This is an optimization exercise on Yosys and OpenROAD, whose aim is small area, a short achievable clock period and few clock cycles per item, not a production implementation. In this exercise RTL edits were held to simulation tests only and were not proved equivalent to the original.

== lane 5 ==
## signed_integer_to_radix_digits_unit
module signed_integer_to_radix_digits_unit #(
   parameter int MAX_BASE = sitrd_pkg::MAX_BASE
) (
   input  wire logic                                  clock,
   input  wire logic                                  reset,
   input  wire logic                                  req_tvalid,
   output logic                                       req_tready,
   input  wire logic signed [sitrd_pkg::NUM_W-1:0]    req_tdata,
   output logic                                       rsp_tvalid,
   input  wire logic                                  rsp_tready,
   output logic [sitrd_pkg::SYM_W-1:0]                rsp_tdata,
   output logic                                       rsp_tlast,
   output logic                                       rsp_tuser,
   input  wire logic                                  csr_psel,
   input  wire logic                                  csr_penable,
   input  wire logic                                  csr_pwrite,
   input  wire logic [sitrd_pkg::CSR_ADDR_W-1:0]      csr_paddr,
   input  wire logic [sitrd_pkg::CSR_DATA_W-1:0]      csr_pwdata,
   output logic [sitrd_pkg::CSR_DATA_W-1:0]           csr_prdata,
   output logic                                       csr_pready
);
   localparam int QW = 42;    
   logic [4:0]  radix_ff;
   logic [63:0] symbols_low_ff;
   logic [63:0] symbols_high_ff;
   logic        csr_write;
   logic [1:0]  csr_index;
   assign csr_pready = 1'b1;
   assign csr_write  = csr_psel && csr_penable && csr_pwrite;
  ...
make LEC_CHECK=0 CAP_MARGIN=20 CORE_MARGIN=2 CORE_UTILIZATION=40 SETUP_SLACK_MARGIN=5 SLEW_MARGIN=20 finish   # period 11.0 ns
run.sh (not shown) runs the stock make flow with config.mk's settings and CLKGATE_MAP_FILE= SYNTH_SCRIPT=/design/flow/synth_recipe.tcl, a recipe that flattens the netlist after the stock synthesis.
Testbench counts of lane 5, summed over its fixed seeds: cycles 45,341, items 4,800.
[inputs] lane 3 vs lane 5
--- a/flow/design.v
+++ b/flow/design.v
@@ -144,23 +144,23 @@
          chk_k    <= '0;
          chk_bad  <= 1'b0;
       end else if (chk_busy) begin
          chk_k   <= chk_k + 4'd1;
          chk_bad <= chk_bad || chk_hit;
          if (chk_end) begin
             chk_busy <= 1'b0;
             alpha_ok <= !(chk_bad || chk_hit) && (n >= 5'd2);
          end
       end
    end
-   localparam int NC = 9;     
+   localparam int NC = 8;     
    localparam int XW = 32;
    logic [XW-1:0] x_ff;
    logic          neg_c;
    logic          c_busy;
    logic [NC-1:0] top_ff;      
    logic [3:0]    rreg [1:NC-1];
    logic          vreg [1:NC-1];
    logic          zreg [1:NC-1];
    logic [3:0]    rin  [0:NC-1];
    logic          vin  [0:NC-1];
    logic          zin  [0:NC-1];
@@ -181,43 +181,33 @@
             vin[c] = vreg[c+1];
             zin[c] = zreg[c+1];
          end
       end
    end
    always_comb begin
       for (int c = 0; c < NC; c++) begin
          logic [3:0] rr, kk, dd;
          logic       bb, ge;
          rr = rin[c];
          qb[c] = '0;
-         for (int i = 4; i >= 0; i--) if (i < ((c == 0) ? 3 : (c == NC - 1) ? 1 : 4)) begin
+         for (int i = 4; i >= 0; i--) if (i < ((c == 0) ? 3 : (c == NC - 1) ? 5 : 4)) begin
             bb = x_ff[((c == 0) ? 0 : 4 * c - 1) + i];
             kk = bb ? cfg_k1 : cfg_k0;
             ge = (rr >= kk);
             dd = rr - kk;
             qb[c][i] = ge;
             rr = ge ? {dd[2:0], bb ^ cfg_n0} : {rr[2:0], bb};
          end
          rout[c] = rr;
       end
    end
-   logic [NC-1:0] qnz;
-   always_comb begin
-      for (int c = 0; c < NC; c++) begin
-         logic [8:0] v;
-         v = 9'(rin[c]);
-         for (int i = 4; i >= 0; i--)
-            if (i < ((c == 0) ? 3 : (c == NC - 1) ? 1 : 4)) v = {v[7:0], x_ff[((c == 0) ? 0 : 4 * c - 1) + i]};
-         qnz[c] = (v >= 9'(cfg_n));
-      end
-   end
    logic [XW-1:0] x_shr;
    logic [3:0]    pdigit;
    always_comb begin
       case (cfg_wm1)
          2'd0:    begin x_shr = x_ff >> 1; pdigit = {3'd0, x_ff[0]};   end
          2'd1:    begin x_shr = x_ff >> 2; pdigit = {2'd0, x_ff[1:0]}; end
          2'd2:    begin x_shr = x_ff >> 3; pdigit = {1'd0, x_ff[2:0]}; end
          default: begin x_shr = x_ff >> 4; pdigit = x_ff[3:0];         end
       endcase
    end
    logic dvalid;       
@@ -232,23 +222,23 @@
          dvalid     = vin[0];
          last_digit = !zin[0] && ({rin[0], x_ff[2:0]} < 7'(cfg_n));
       end
    end
    assign stall    = dvalid && !q_free;
    assign c_finish = dvalid && q_free && last_digit;
    assign o_free   = !s_valid || (out_load && s_last);
    assign q1_to_s  = q1_full && o_free && !chk_busy;
    assign q1_free  = !q1_full || q1_to_s;
    assign q_to_q1  = q_full && q1_free;
    assign q_free   = !q_full || q_to_q1;
-   assign req_tready = !c_busy || (dvalid && last_digit && !q_full);
+   assign req_tready = !c_busy || c_finish;
    logic [31:0]   mag32;
    logic [XW-1:0] mag_in;
    logic [NC-1:0] top_in;
    always_comb begin
       mag32  = req_tdata[31] ? (32'd0 - req_tdata) : req_tdata;
       mag_in = XW'(mag32);
       top_in = '0;
       for (int c = NC - 1; c >= 0; c--)
          if (top_in == '0 && (c == 0 || |(mag_in >> ((c == 0) ? 0 : 4 * c - 1)))) top_in[c] = 1'b1;
    end
    always_ff @(posedge clock) begin
@@ -268,34 +258,34 @@
    always_ff @(posedge clock) begin
       if (req_tvalid && req_tready) begin
          x_ff   <= mag_in;
          top_ff <= top_in;
          neg_c  <= req_tdata[31];
       end else if (c_busy && !stall) begin
          if (cfg_pow2) begin
             x_ff <= x_shr;
          end else begin
             for (int c = 0; c < NC; c++)
                for (int i = 0; i < 5; i++)
-                  if (i < ((c == 0) ? 3 : (c == NC - 1) ? 1 : 4) && vin[c]) x_ff[((c == 0) ? 0 : 4 * c - 1) + i] <= qb[c][i];
+                  if (i < ((c == 0) ? 3 : (c == NC - 1) ? 5 : 4) && vin[c]) x_ff[((c == 0) ? 0 : 4 * c - 1) + i] <= qb[c][i];
          end
       end
    end
    always_ff @(posedge clock) begin
       for (int c = 1; c < NC; c++) begin
          if (reset || c_finish || (req_tvalid && req_tready)) begin
             vreg[c] <= 1'b0;
          end else if (!stall) begin
             vreg[c] <= vin[c];
             rreg[c] <= rout[c];
-            zreg[c] <= zin[c] || qnz[c];
+            zreg[c] <= zin[c] || (|qb[c]);
          end
       end
    end
    always_ff @(posedge clock) begin
       if (dvalid && q_free) begin
          logic [3:0] d;
          d = cfg_pow2 ? pdigit : rout[0];
          case (cfg_wm1)
             2'd0:    q_ff <= {d[0],   q_ff[QW-1:1]};
             2'd1:    q_ff <= {d[1:0], q_ff[QW-1:2]};
             2'd2:    q_ff <= {d[2:0], q_ff[QW-1:3]};
==> comparison <==
- Re sequential share of layout area: lane 3 and lane 5 aren't equal, and the higher value belongs to lane 3.
- As of lane 3, via count of the first global-routing pass had fallen slightly compared to lane 5.
- Count of final max-slew check failures: lane 5 vs lane 3, no meaningful difference
- From lane 5 to lane 3 the numbers moved as follows: flip-flop and latch count decreased by 7 relative to the old numbers; worst slack at placement increased by 0.097 ns relative to the old numbers.
- The final reports for lane 3 and lane 5 show placement row count lower in the former.
- Lane 5 has a higher aggregate global-route resource usage than lane 3.
- Relative to lane 5, average wire length per cell after detail routing decreased by about 2.4% in lane 3.
- The clock period minus worst slack of lane 3 is higher than that of lane 5.
- Measured against each other, lane 3 and lane 5 differ in die area, the lower figure coming from lane 3.
- | design area | lane 3 vs lane 5 | about 4% lower |
Testbench counts of lane 3, summed over its fixed seeds: cycles 45,109, items 4,800.

[static timing again, ports no longer ideal]
Ports are ideal in the flow. The routed layouts listed here were re-timed in OpenROAD. Step 1 sets driving cells, clkbuf_16 on the clock port and buf_2 on the other inputs (assumed; they add their load-dependent delay and slew). Step 2 also shifts input and output timing later by t, the mid clock arrival at the registers, as if the neighbouring blocks saw the same clock. Slacks: ideal ports / drivers / drivers and shift; pairs: ideal ports / drivers.
run | shift t [ns] | slack for setup (ns) | hold slack, ns
lane 5 | 0.657 | 4.675 / 4.675 / 4.597 | 0.416 / 0.416 / 0.416
lane 3 | 0.652 | 4.439 / 4.439 / 4.439 | 0.426 / 0.426 / 0.426
After both steps setup and hold are still met in every run listed. The setup slack of lane 5, which loses most, moves by 0.000 ns with the drivers and by -0.078 ns with both steps.
